What follows belongs to an exercise in optimizing a design on an open flow for small area; a production flow would make more cautious choices. The RTL was checked by simulation tests, not by an equivalence proof against the original design. No activity file was given, so power comes from the tool's default toggle rates.

### design/flow/run.sh
#!/bin/bash
# synth_recipe.tcl (not shown) runs the flow's synth.tcl, then flattens the netlist and writes it again
# the make line also repeats each setting of config.mk as NAME=value (left out here)
make -C /OpenROAD-flow-scripts/flow DESIGN_CONFIG=/design/flow/config.mk WORK_HOME=/design/flow/orfs CLKGATE_MAP_FILE= SYNTH_SCRIPT=/design/flow/synth_recipe.tcl finish
### design/flow/config.mk
export PLATFORM = sky130hd
export DESIGN_NAME = vga_player_top
export DESIGN_NICKNAME = vga_player_top
export VERILOG_FILES = /design/flow/design.v
export SDC_FILE = /design/flow/constraint.sdc
export NUM_CORES = 4
export LEC_CHECK = 0
export CAP_MARGIN = 20
export CORE_MARGIN = 2
export CORE_UTILIZATION = 40
export SLEW_MARGIN = 20
### design/flow/constraint.sdc
create_clock -name core_clock -period 31.75 [get_ports {px_clk}]
set_input_delay 6.3500 -clock core_clock [delete_from_list [all_inputs] [get_ports {px_clk}]]
set_output_delay 6.3500 -clock core_clock [all_outputs]
set_load 0.01 [all_outputs]
### design/flow/design.v
`default_nettype none
package vga_player_pkg;
    localparam int ROW_BITS = 128;
    localparam int ROW_BYTES = 16;
    localparam int BLOCK_PX = 8;
    localparam int BLOCKS_X = 80;
    localparam int SOUND_WORD_BITS = 16;
    localparam logic [7:0] READ_CMD = 8'h6B;
    localparam int ADDR_BITS = 24;
    localparam int DUMMY_CYCLES = 8;
    typedef logic [9:0] count_t;
    typedef logic [ROW_BITS-1:0] row_t;
    typedef logic [SOUND_WORD_BITS-1:0] sound_word_t;
    typedef struct packed {
        logic r;
        logic g;
        logic b;
    } color_t;
    typedef struct packed {
        logic [1:0] r;
        logic [1:0] g;
        logic [1:0] b;
    } rgb_t;
    typedef struct packed {
        count_t hcount;
        count_t vcount;
        logic   hsync;
        logic   vsync;
        logic   active;
    } raster_t;
    typedef struct packed {
        logic sel_n;
        logic sclk;
        logic io0;
        logic io_oe;
    } qspi_out_t;
endpackage
`default_nettype wire
`timescale 1ns/1ps
`default_nettype none
module vga_timing #(
    parameter int H_ACTIVE = 640,
    parameter int H_FRONT  = 16,
    parameter int H_SYNC   = 96,
    parameter int H_BACK   = 80,
    parameter int V_ACTIVE = 480,
    parameter int V_FRONT  = 1,
    parameter int V_SYNC   = 3,
    parameter int V_BACK   = 36
) (
    input  wire                       px_clk,
    input  wire                       rst,
    output vga_player_pkg::raster_t   raster
);
    localparam int H_TOTAL = H_ACTIVE + H_FRONT + H_SYNC + H_BACK;
    localparam int V_TOTAL = V_ACTIVE + V_FRONT + V_SYNC + V_BACK;
    localparam int H_SYNC_START = H_ACTIVE + H_FRONT;
    localparam int V_SYNC_START = V_ACTIVE + V_FRONT;
    vga_player_pkg::count_t hcount;
    vga_player_pkg::count_t vcount;
    always_ff @(posedge px_clk) begin
        if (rst) begin
            hcount <= '0;
            vcount <= '0;
        end else if (hcount == H_TOTAL - 1) begin
            hcount <= '0;
            if (vcount == V_TOTAL - 1) begin
                vcount <= '0;
            end else begin
                vcount <= vcount + 1'b1;
            end
        end else begin
            hcount <= hcount + 1'b1;
        end
    end
    always_comb begin
        raster.hcount = hcount;
        raster.vcount = vcount;
        raster.hsync  = !(hcount >= H_SYNC_START && hcount < H_SYNC_START + H_SYNC);
        raster.vsync  = !(vcount >= V_SYNC_START && vcount < V_SYNC_START + V_SYNC);
        raster.active = hcount < H_ACTIVE && vcount < V_ACTIVE;
    end
endmodule
`default_nettype wire
`timescale 1ns/1ps
`default_nettype none
module frame_sequencer #(
    parameter int H_ACTIVE     = 640,
    parameter int H_FRONT      = 16,
    parameter int H_SYNC       = 96,
    parameter int H_BACK       = 80,
    parameter int V_ACTIVE     = 480,
    parameter int FRAME_REPEAT = 3,
    parameter int FRAME_COUNT  = 16
) (
    input  wire                                   px_clk,
    input  wire                                   rst,
    input  wire vga_player_pkg::raster_t          raster,
    output logic                                  fetch_start,
    output logic [vga_player_pkg::ADDR_BITS-1:0]  fetch_addr,
    output logic [1:0]                            repeat_idx
);
    localparam int H_TOTAL = H_ACTIVE + H_FRONT + H_SYNC + H_BACK;
    localparam int BANDS   = V_ACTIVE / vga_player_pkg::BLOCK_PX;
    logic [15:0] frame_idx;
    logic        band_start;
    logic        blank_start;
    logic        refresh_end;
    logic [6:0]  band_next;
    assign band_start = raster.hcount == 0
        && raster.vcount % vga_player_pkg::BLOCK_PX == 0
        && raster.vcount < V_ACTIVE - vga_player_pkg::BLOCK_PX;
    assign blank_start = raster.hcount == 0 && raster.vcount == V_ACTIVE;
    assign refresh_end = raster.hcount == H_TOTAL - 1 && raster.vcount == V_ACTIVE - 1;
    assign fetch_start = band_start || blank_start;
    assign band_next   = blank_start ? 7'd0 : 7'(raster.vcount / vga_player_pkg::BLOCK_PX + 1);
    assign fetch_addr = vga_player_pkg::ADDR_BITS'(
        (frame_idx * BANDS + band_next) * vga_player_pkg::ROW_BYTES);
    always_ff @(posedge px_clk) begin
        if (rst) begin
            repeat_idx <= '0;
            frame_idx  <= '0;
        end else if (refresh_end) begin
            if (repeat_idx == FRAME_REPEAT - 1) begin
                repeat_idx <= '0;
                if (frame_idx == FRAME_COUNT - 1) begin
                    frame_idx <= '0;
                end else begin
                    frame_idx <= frame_idx + 1'b1;
                end
            end else begin
                repeat_idx <= repeat_idx + 1'b1;
            end
        end
    end
endmodule
`default_nettype wire
`timescale 1ns/1ps
`default_nettype none
module qspi_row_reader (
    input  wire                                  px_clk,
    input  wire                                  rst,
    input  wire                                  fetch_start,
    input  wire [vga_player_pkg::ADDR_BITS-1:0]  fetch_addr,
    input  wire [3:0]                            io_in,
    output vga_player_pkg::qspi_out_t            qspi,
    output vga_player_pkg::row_t                 fetched_row,
    output logic                                 row_done
);
    localparam int CMD_CYCLES  = $bits(vga_player_pkg::READ_CMD);
    localparam int OUT_BITS    = CMD_CYCLES + vga_player_pkg::ADDR_BITS;
    localparam int READ_CYCLES = vga_player_pkg::ROW_BITS / 4 + 1;
    typedef enum logic [2:0] {
        IDLE,
        SELECT,
        COMMAND,
        ADDRESS,
        DUMMY,
        READ
    } phase_t;
    phase_t                 phase;
    phase_t                 phase_next;
    logic [5:0]             bit_cnt;
    logic [5:0]             phase_len;
    logic                   phase_end;
    logic [OUT_BITS-1:0]    out_sr;
    vga_player_pkg::row_t   row_sr;
    always_comb begin
        phase_len  = 6'd1;
        phase_next = IDLE;
        case (phase)
            SELECT: begin
                phase_next = COMMAND;
            end
            COMMAND: begin
                phase_len  = 6'(CMD_CYCLES);
                phase_next = ADDRESS;
            end
            ADDRESS: begin
                phase_len  = 6'(vga_player_pkg::ADDR_BITS);
                phase_next = DUMMY;
            end
            DUMMY: begin
                phase_len  = 6'(vga_player_pkg::DUMMY_CYCLES);
                phase_next = READ;
            end
            READ: begin
                phase_len  = 6'(READ_CYCLES);
                phase_next = IDLE;
            end
            default: begin
                phase_next = IDLE;
            end
        endcase
    end
    assign phase_end = bit_cnt == phase_len - 1'b1;
    always_ff @(posedge px_clk) begin
        if (rst) begin
            phase   <= IDLE;
            bit_cnt <= '0;
        end else if (phase == IDLE) begin
            bit_cnt <= '0;
            if (fetch_start) begin
                phase <= SELECT;
            end
        end else if (phase_end) begin
            bit_cnt <= '0;
            phase   <= phase_next;
        end else begin
            bit_cnt <= bit_cnt + 1'b1;
        end
    end
    always_ff @(posedge px_clk) begin
        if (phase == IDLE && fetch_start) begin
            out_sr <= {vga_player_pkg::READ_CMD, fetch_addr};
        end else if (phase == COMMAND || phase == ADDRESS) begin
            out_sr <= out_sr << 1;
        end
        if (phase == READ) begin
            row_sr <= {row_sr[vga_player_pkg::ROW_BITS-5:0], io_in};
        end
    end
    always_comb begin
        qspi.sel_n = phase == IDLE;
        qspi.sclk  = phase != IDLE && phase != SELECT;
        qspi.io_oe = phase == COMMAND || phase == ADDRESS;
        qspi.io0   = qspi.io_oe && out_sr[OUT_BITS-1];
    end
    assign fetched_row = {row_sr[vga_player_pkg::ROW_BITS-5:0], io_in};
    assign row_done    = phase == READ && phase_end;
endmodule
`default_nettype wire
`timescale 1ns/1ps
`default_nettype none
module row_buffer #(
    parameter int H_ACTIVE = 640,
    parameter int H_FRONT  = 16,
    parameter int H_SYNC   = 96,
    parameter int H_BACK   = 80,
    parameter int V_ACTIVE = 480,
    parameter int V_FRONT  = 1,
    parameter int V_SYNC   = 3,
    parameter int V_BACK   = 36
) (
    input  wire                              px_clk,
    input  wire                              rst,
    input  wire vga_player_pkg::raster_t     raster,
    input  wire                              row_done,
    input  wire vga_player_pkg::row_t        fetched_row,
    input  wire [1:0]                        repeat_idx,
    output vga_player_pkg::row_t             display_row,
    output vga_player_pkg::sound_word_t      sound_word,
    output logic                             sound_load
);
    localparam int H_TOTAL = H_ACTIVE + H_FRONT + H_SYNC + H_BACK;
    localparam int V_TOTAL = V_ACTIVE + V_FRONT + V_SYNC + V_BACK;
    vga_player_pkg::row_t cache_row;
    logic                 pending;
    logic                 band_end;
    logic                 swap;
    assign band_end = raster.hcount == H_TOTAL - 1
        && ((raster.vcount % vga_player_pkg::BLOCK_PX == vga_player_pkg::BLOCK_PX - 1
             && raster.vcount < V_ACTIVE)
            || raster.vcount == V_TOTAL - 1);
    assign swap = band_end && pending;
    always_ff @(posedge px_clk) begin
        if (row_done) begin
            cache_row <= fetched_row;
        end
    end
    always_ff @(posedge px_clk) begin
        if (rst) begin
            pending     <= 1'b0;
            display_row <= '0;
            sound_word  <= '0;
            sound_load  <= 1'b0;
        end else begin
            sound_load <= swap;
            if (row_done) begin
                pending <= 1'b1;
            end else if (swap) begin
                pending <= 1'b0;
            end
            if (swap) begin
                display_row <= cache_row;
                sound_word  <= cache_row[vga_player_pkg::ROW_BITS - 1
                    - vga_player_pkg::SOUND_WORD_BITS * repeat_idx
                    -: vga_player_pkg::SOUND_WORD_BITS];
            end
        end
    end
endmodule
`default_nettype wire
`timescale 1ns/1ps
`default_nettype none
module pixel_color (
    input  wire                            px_clk,
    input  wire                            rst,
    input  wire vga_player_pkg::raster_t   raster,
    input  wire vga_player_pkg::row_t      display_row,
    input  wire vga_player_pkg::color_t    color_on,
    input  wire vga_player_pkg::color_t    color_off,
    output vga_player_pkg::rgb_t           rgb,
    output logic                           hsync,
    output logic                           vsync
);
    logic [6:0] block;
    logic       pix_on;
    function automatic logic [5:0] widen(input vga_player_pkg::color_t c);
        widen = {{2{c.r}}, {2{c.g}}, {2{c.b}}};
    endfunction
    assign block = 7'(raster.hcount / vga_player_pkg::BLOCK_PX);
    assign pix_on = raster.active
        ? display_row[vga_player_pkg::BLOCKS_X - 1 - block]
        : 1'b0;
    always_ff @(posedge px_clk) begin
        if (rst) begin
            rgb   <= widen(color_off);
            hsync <= 1'b1;
            vsync <= 1'b1;
        end else begin
            rgb   <= widen(pix_on ? color_on : color_off);
            hsync <= raster.hsync;
            vsync <= raster.vsync;
        end
    end
endmodule
`default_nettype wire
`timescale 1ns/1ps
`default_nettype none
module pwm_audio (
    input  wire                               px_clk,
    input  wire                               rst,
    input  wire vga_player_pkg::raster_t      raster,
    input  wire vga_player_pkg::sound_word_t  sound_word,
    input  wire                               sound_load,
    output logic                              sound_p,
    output logic                              sound_n
);
    logic [7:0] counter;
    logic [7:0] threshold;
    logic       half_band;
    assign half_band = raster.hcount == 0
        && raster.vcount % vga_player_pkg::BLOCK_PX == vga_player_pkg::BLOCK_PX / 2;
    always_ff @(posedge px_clk) begin
        if (rst) begin
            counter   <= '0;
            threshold <= '0;
            sound_p   <= 1'b0;
            sound_n   <= 1'b1;
        end else begin
            counter <= counter + 1'b1;
            if (sound_load) begin
                threshold <= sound_word[vga_player_pkg::SOUND_WORD_BITS-1 -: 8];
            end else if (half_band) begin
                threshold <= sound_word[7:0];
            end
            sound_p <= counter < threshold;
            sound_n <= !(counter < threshold);
        end
    end
endmodule
`default_nettype wire
`timescale 1ns/1ps
`default_nettype none
module vga_player_top #(
    parameter int H_ACTIVE     = 640,
    parameter int H_FRONT      = 16,
    parameter int H_SYNC       = 96,
    parameter int H_BACK       = 80,
    parameter int V_ACTIVE     = 480,
    parameter int V_FRONT      = 1,
    parameter int V_SYNC       = 3,
    parameter int V_BACK       = 36,
    parameter int FRAME_REPEAT = 3,
    parameter int FRAME_COUNT  = 16
) (
    input  wire                             px_clk,
    input  wire                             rst,
    input  wire [2:0]                       color_on,
    input  wire [2:0]                       color_off,
    input  wire [3:0]                       io_in,
    output logic [3:0]                      qspi,
    output logic [5:0]                      rgb,
    output logic                            hsync,
    output logic                            vsync,
    output logic                            sound_p,
    output logic                            sound_n
);
    vga_player_pkg::raster_t               raster;
    logic                                  fetch_start;
    logic [vga_player_pkg::ADDR_BITS-1:0]  fetch_addr;
    logic [1:0]                            repeat_idx;
    logic                                  row_done;
    vga_player_pkg::row_t                  fetched_row;
    vga_player_pkg::row_t                  display_row;
    vga_player_pkg::sound_word_t           sound_word;
    logic                                  sound_load;
    vga_timing #(
        .H_ACTIVE(H_ACTIVE), .H_FRONT(H_FRONT), .H_SYNC(H_SYNC), .H_BACK(H_BACK),
        .V_ACTIVE(V_ACTIVE), .V_FRONT(V_FRONT), .V_SYNC(V_SYNC), .V_BACK(V_BACK)
    ) u_timing (
        .px_clk (px_clk),
        .rst    (rst),
        .raster (raster)
    );
    frame_sequencer #(
        .H_ACTIVE(H_ACTIVE), .H_FRONT(H_FRONT), .H_SYNC(H_SYNC), .H_BACK(H_BACK),
        .V_ACTIVE(V_ACTIVE), .FRAME_REPEAT(FRAME_REPEAT), .FRAME_COUNT(FRAME_COUNT)
    ) u_sequencer (
        .px_clk      (px_clk),
        .rst         (rst),
        .raster      (raster),
        .fetch_start (fetch_start),
        .fetch_addr  (fetch_addr),
        .repeat_idx  (repeat_idx)
    );
    qspi_row_reader u_reader (
        .px_clk      (px_clk),
        .rst         (rst),
        .fetch_start (fetch_start),
        .fetch_addr  (fetch_addr),
        .io_in       (io_in),
        .qspi        (qspi_pins),
        .fetched_row (fetched_row),
        .row_done    (row_done)
    );
    row_buffer #(
        .H_ACTIVE(H_ACTIVE), .H_FRONT(H_FRONT), .H_SYNC(H_SYNC), .H_BACK(H_BACK),
        .V_ACTIVE(V_ACTIVE), .V_FRONT(V_FRONT), .V_SYNC(V_SYNC), .V_BACK(V_BACK)
    ) u_row_buffer (
        .px_clk      (px_clk),
        .rst         (rst),
        .raster      (raster),
        .row_done    (row_done),
        .fetched_row (fetched_row),
        .repeat_idx  (repeat_idx),
        .display_row (display_row),
        .sound_word  (sound_word),
        .sound_load  (sound_load)
    );
    vga_player_pkg::qspi_out_t             qspi_pins;
    vga_player_pkg::rgb_t                  rgb_pins;
    assign qspi = qspi_pins;
    assign rgb  = rgb_pins;
    pixel_color u_pixel (
        .px_clk      (px_clk),
        .rst         (rst),
        .raster      (raster),
        .display_row (display_row),
        .color_on    (vga_player_pkg::color_t'(color_on)),
        .color_off   (vga_player_pkg::color_t'(color_off)),
        .rgb         (rgb_pins),
        .hsync       (hsync),
        .vsync       (vsync)
    );
    pwm_audio u_audio (
        .px_clk     (px_clk),
        .rst        (rst),
        .raster     (raster),
        .sound_word (sound_word),
        .sound_load (sound_load),
        .sound_p    (sound_p),
        .sound_n    (sound_n)
    );
endmodule
`default_nettype wire
==> results.txt <==
## registers in the layout (all words and copies together), names as in the netlist, 2 cells and up
signal                    count
u_audio.counter               8
u_timing.hcount              10
u_reader.phase                3
u_reader.row_sr             124
u_row_buffer.sound_word      16
u_row_buffer.cache_row      128
u_reader.bit_cnt              6
u_row_buffer.display_row    128
u_reader.out_sr              28
u_pixel.rgb                   3
u_timing.vcount              10
u_sequencer.frame_idx        16
u_audio.threshold             8
u_sequencer.repeat_idx        2
## cells in the mapped netlist, drive strengths merged, types with 9 or more instances
library cell  count  area [sq um]
a211oi           21           163
a21oi           165           826
nor2b             9          56.3
and3             10          62.6
fa               30           601
inv              74           278
nor3             17          90.1
ha               63           788
nand3            28           140
nand4            12          75.1
edfxtp          272          8170
dfxtp           224          4480
a21o             18           135
buf              23           141
xor2             30           263
nor2            107           402
nand2           358          1340
o21ai            27           135
clkbuf           67           251
or3               9          56.3
xnor2            40           350
mux2i            19           190
mux4             54          1250
## routing by layer
| metal | part of all wire (%) | GRT usage, % |
|---|---|---|
| met5 | 0 | 0 |
| met4 | 2.3 | 4.81 |
| met3 | 4.8 | 3.07 |
| met2 | 48 | 25.0 |
| met1 | 45 | 20.1 |
## cell families after synthesis
kind of cell | after synthesis
AO/OA/AOI/OAI | 263
XOR/XNOR | 70
adder cells (fa/ha/maj) | 93
buffers and inverters | 164
flip-flops | 496
multiplexers | 78
AND/OR/NAND/NOR | 586
## worst max path at each step
stage               slack (ns)                                         to                      startpoint
detailed placement       23.63  u_row_buffer.display_row[36]$_SDFFE_PP0P_                             rst
CTS                      23.24                                    qspi[1]  u_reader.phase[1]$_SDFFE_PP0P_
global route             23.16                                    qspi[1]  u_reader.phase[1]$_SDFFE_PP0P_
global placement         23.70          u_row_buffer.pending$_SDFFE_PP0P_                             rst
floorplan                23.86        u_row_buffer.cache_row[0]$_DFFE_PP_  u_reader.phase[1]$_SDFFE_PP0P_
finish                   23.26                                    qspi[1]  u_reader.phase[1]$_SDFFE_PP0P_
## cell type report
class	count	area (sq um)	share of cell area [%]
Multi-Input combinational cell	1090	7540	32.3
Tap cell	680	851	3.64
Inverter	74	280	1.20
Timing Repair Buffer	40	372	1.59
Clock inverter	20	190	0.814
Sequential cell	496	12700	54.1
Clock buffer	78	1490	6.37
## critical path: cells and delay by family, from the launching register on
kind | cells | cell delay (ns)
buffers and inverters | 2 | 0.77
DFF | 1 | 0.45
and+or+nand+nor | 2 | 0.32
## placed cells by master (no fill, tap or decap), types with 9 or more instances in the layout
master	n
nor2_1	106
clkdlybuf4s50_1	24
clkbuf_16	53
a21o_1	18
fa_1	30
and3_1	9
edfxtp_1	272
inv_1	73
buf_4	13
clkbuf_1	18
o21ai_0	27
xnor2_1	40
mux4_2	45
nor2b_1	9
a211oi_1	20
ha_1	63
xor2_1	30
or3_1	9
nand4_1	12
mux2i_1	19
nand2_1	358
dfxtp_1	223
nand3_1	27
a21oi_1	165
mux4_1	9
nor3_1	16
## through the flow
stage / instances / instance area (sq um)
6_report: 2478 / 23400
3_5_place_dp: 2380 / 21700
4_1_cts: 2478 / 23400
5_1_grt: 2478 / 23400
2_1_floorplan: 1750 / 20800
3_3_place_gp: 2380 / 21700
## report_power, final
part / leakage [nW] / internal [mW] / total (mW) / switching (mW)
Clock: 0.804 / 0.335 / 0.587 / 0.252
Combinational: 2.87 / 0.0288 / 0.0792 / 0.0504
Sequential: 4.27 / 0.701 / 0.711 / 0.00906
==> summary.md <==
| Metric | Value |
|---|---|
| Min-Delay Endpoint | `u_row_buffer.cache_row[125]$_DFFE_PP_` |
| Setup_tns | `0 ns` |
| CP startpoint kind | `register` |
| CP Class | `register to output pin` |
| Setup violations, final | `0` |
| Crit Path Max Fanout | `13` |
| IO Port Bufs | `25` |
| CTS tree | `built` |
| Status | `complete, no violations` |
| Slowest cell on the critical path | `clkdlybuf4s50_1` |
| First-pass iteration count of the detailed router | `5` |
| Synth Flop Type | `edfxtp_1` |
| Total power | `1.38 mW` |
| CTS Buffer Depth | `3` |
| Global-route wire length before repair | `approximately 65 mm` |
| RSZ-0062 raised after global routing | `no` |
| Slew Viols, Final | `0` |
| Final Util | `a little under half` |
| DRC errors left | `0` |
| Routed len/inst | `16.1 microns` |
| Vias per std cell | `a little over 5` |
| I/O pin cnt | `26` |
| Die X | `232 microns` |
| Period utilization | `between 20% and 30%` |
| Clk Tree Root Cell | `clkbuf_16` |
| Post-DRT Antenna Nets | `0` |
| Initial antenna violation count | `0` |
| Number of DRC markers in iteration 0 | `~890` |
| PwrDens | `about 59 nW/um^2` |
| Slowest cell delay on critical path | `0.52 ns` |
| Core area | `roughly 51000 sq um` |
| Cell count after synthesis | `around 1800` |
| Least-Margin Pin Slew | `approximately 1 ns` |
| Max-Cap Viols | `0` |
| Skew-Pair Late Insertion Delay | `between 0.6 and 0.7 ns` |
| Final antenna diode count | `0` |
| Hold WC Path Type | `register to register` |
| Synth Area in Compound Gates | `under 10%` |
| Post-synth EDFFs | `~270` |
| Grt total ovfl | `0` |
| Post-CTS setup buffers | `0` |
| Synth Cell Area | `~21000 sq um` |
| Largest family of logic cells by synthesized area | `simple AND/OR/NAND/NOR gates` |
| Fin nets | `1859` |
| Worst Setup End Kind | `output pin` |
| Routed via count | `12514` |
| Slew HR | `about 33%` |
| Crit Reg-Reg Startpoint | `u_sequencer.frame_idx[2]$_SDFFE_PP0P_` |
| Initial Util | `about two fifths` |
| R2r worst-path depth | `13` |
| Final WS setup | `approximately 23 ns` |
| FF+latch count, synth | `approximately 500` |
| Period minus WS final | `around 8.5 ns` |
| Post-Route WL | `a little under 40 mm` |
| Std-Cell Rows | `83` |
| Syn-to-layout area delta | `12.2%` |
| Synthesized area per cell | `approximately 12 sq um` |
| GP Congestion | `~0.8` |
| Filler instances | `roughly 4700` |
| Post-CTS Hold Buffers | `0` |
| Clk_skew | `0.0409 ns` |
| Mapped Nets | `roughly 1900` |
| RR Endpoint | `u_reader.out_sr[23]$_DFFE_PP_` |
| VDD IR-drop max | `between 0.00004 and 0.00005 V` |
| DPL Wire Length | `25.4 mm` |
| Maximum clock frequency | `approximately 0.12 GHz` |
| Crit-path cells | `nor2b_1 -> buf_4 -> and2_1 -> clkdlybuf4s50_1` |
| Layout cell share with drive strength beyond 1 | `under 10%` |
| Vias in the first global route | `around 12000` |
| Final Hold Viols | `0` |
| Clock sink total | `around 500` |
| Crit path DAT | `2.14 ns` |
| Synth Area in XOR/XNOR | `between 2 and 3%` |
| Post-Synth Simple-Gate Area | `between 10% and 20%` |
| Die H | `around 230 microns` |
| Clk slew on worst S/H paths | `around 0.06 ns` |
| Synth cell types | `62` |
| Pre-CTS setup slack | `about 24 ns` |
| GRT Total Usage | `between 10% and 20%` |
| Mux contribution to synthesized area | `between 7 and 8%` |
| Depth of the CTS H-tree | `2` |
| Adder-Cell Fraction of Synth Area | `under 10%` |
| Worst Hold Slack | `around 0.42 ns` |
| Reg2Reg Setup Slack | `between 20 and 30 ns` |
| Synthesis Warnings | `6` |
| FFs w/ async S/R, synth | `0%` |
| Worst Hold Launch | `u_reader.row_sr[121]$_DFFE_PP_` |
| Hold depth | `0` |
| Post-synthesis sequential area ratio | `60.7%` |
| Largest net degree at the start of global routing | `between 100 and 150` |
| Cts repair resizes | `0` |
| Total CTS buffers | `52` |
| Pleak | `about 8 nW` |
| CP required | `around 25 ns` |
| Total die area | `roughly 54000 sq um` |

-- what the ideal ports hide --
Ports are ideal in the flow. The routed layout listed here was re-timed in OpenROAD. Step 1 assumes that a clkbuf_16 drives the clock port and a buf_2 every other input. Step 2 adds t to the input delays and takes it off the output delays; t is the mean of the earliest and latest rising clock arrival at the registers after step 1. Input paths then give back, and output paths get back, about the clock's delay inside the block. Slacks: no drivers / after step 1 / after step 2; pairs: no drivers / after step 1.
shift t [ns]: 0.653
setup WS [ns]: 23.257 / 23.202 / 23.636
worst setup path at the end: input to register
worst data-port slew with drivers (ns): 0.05
pins driven straight from the clock port: 1
After both steps setup and hold are still met in this run. For this run, drivers alone change the setup slack by -0.055 ns; drivers and shift together by +0.379 ns.
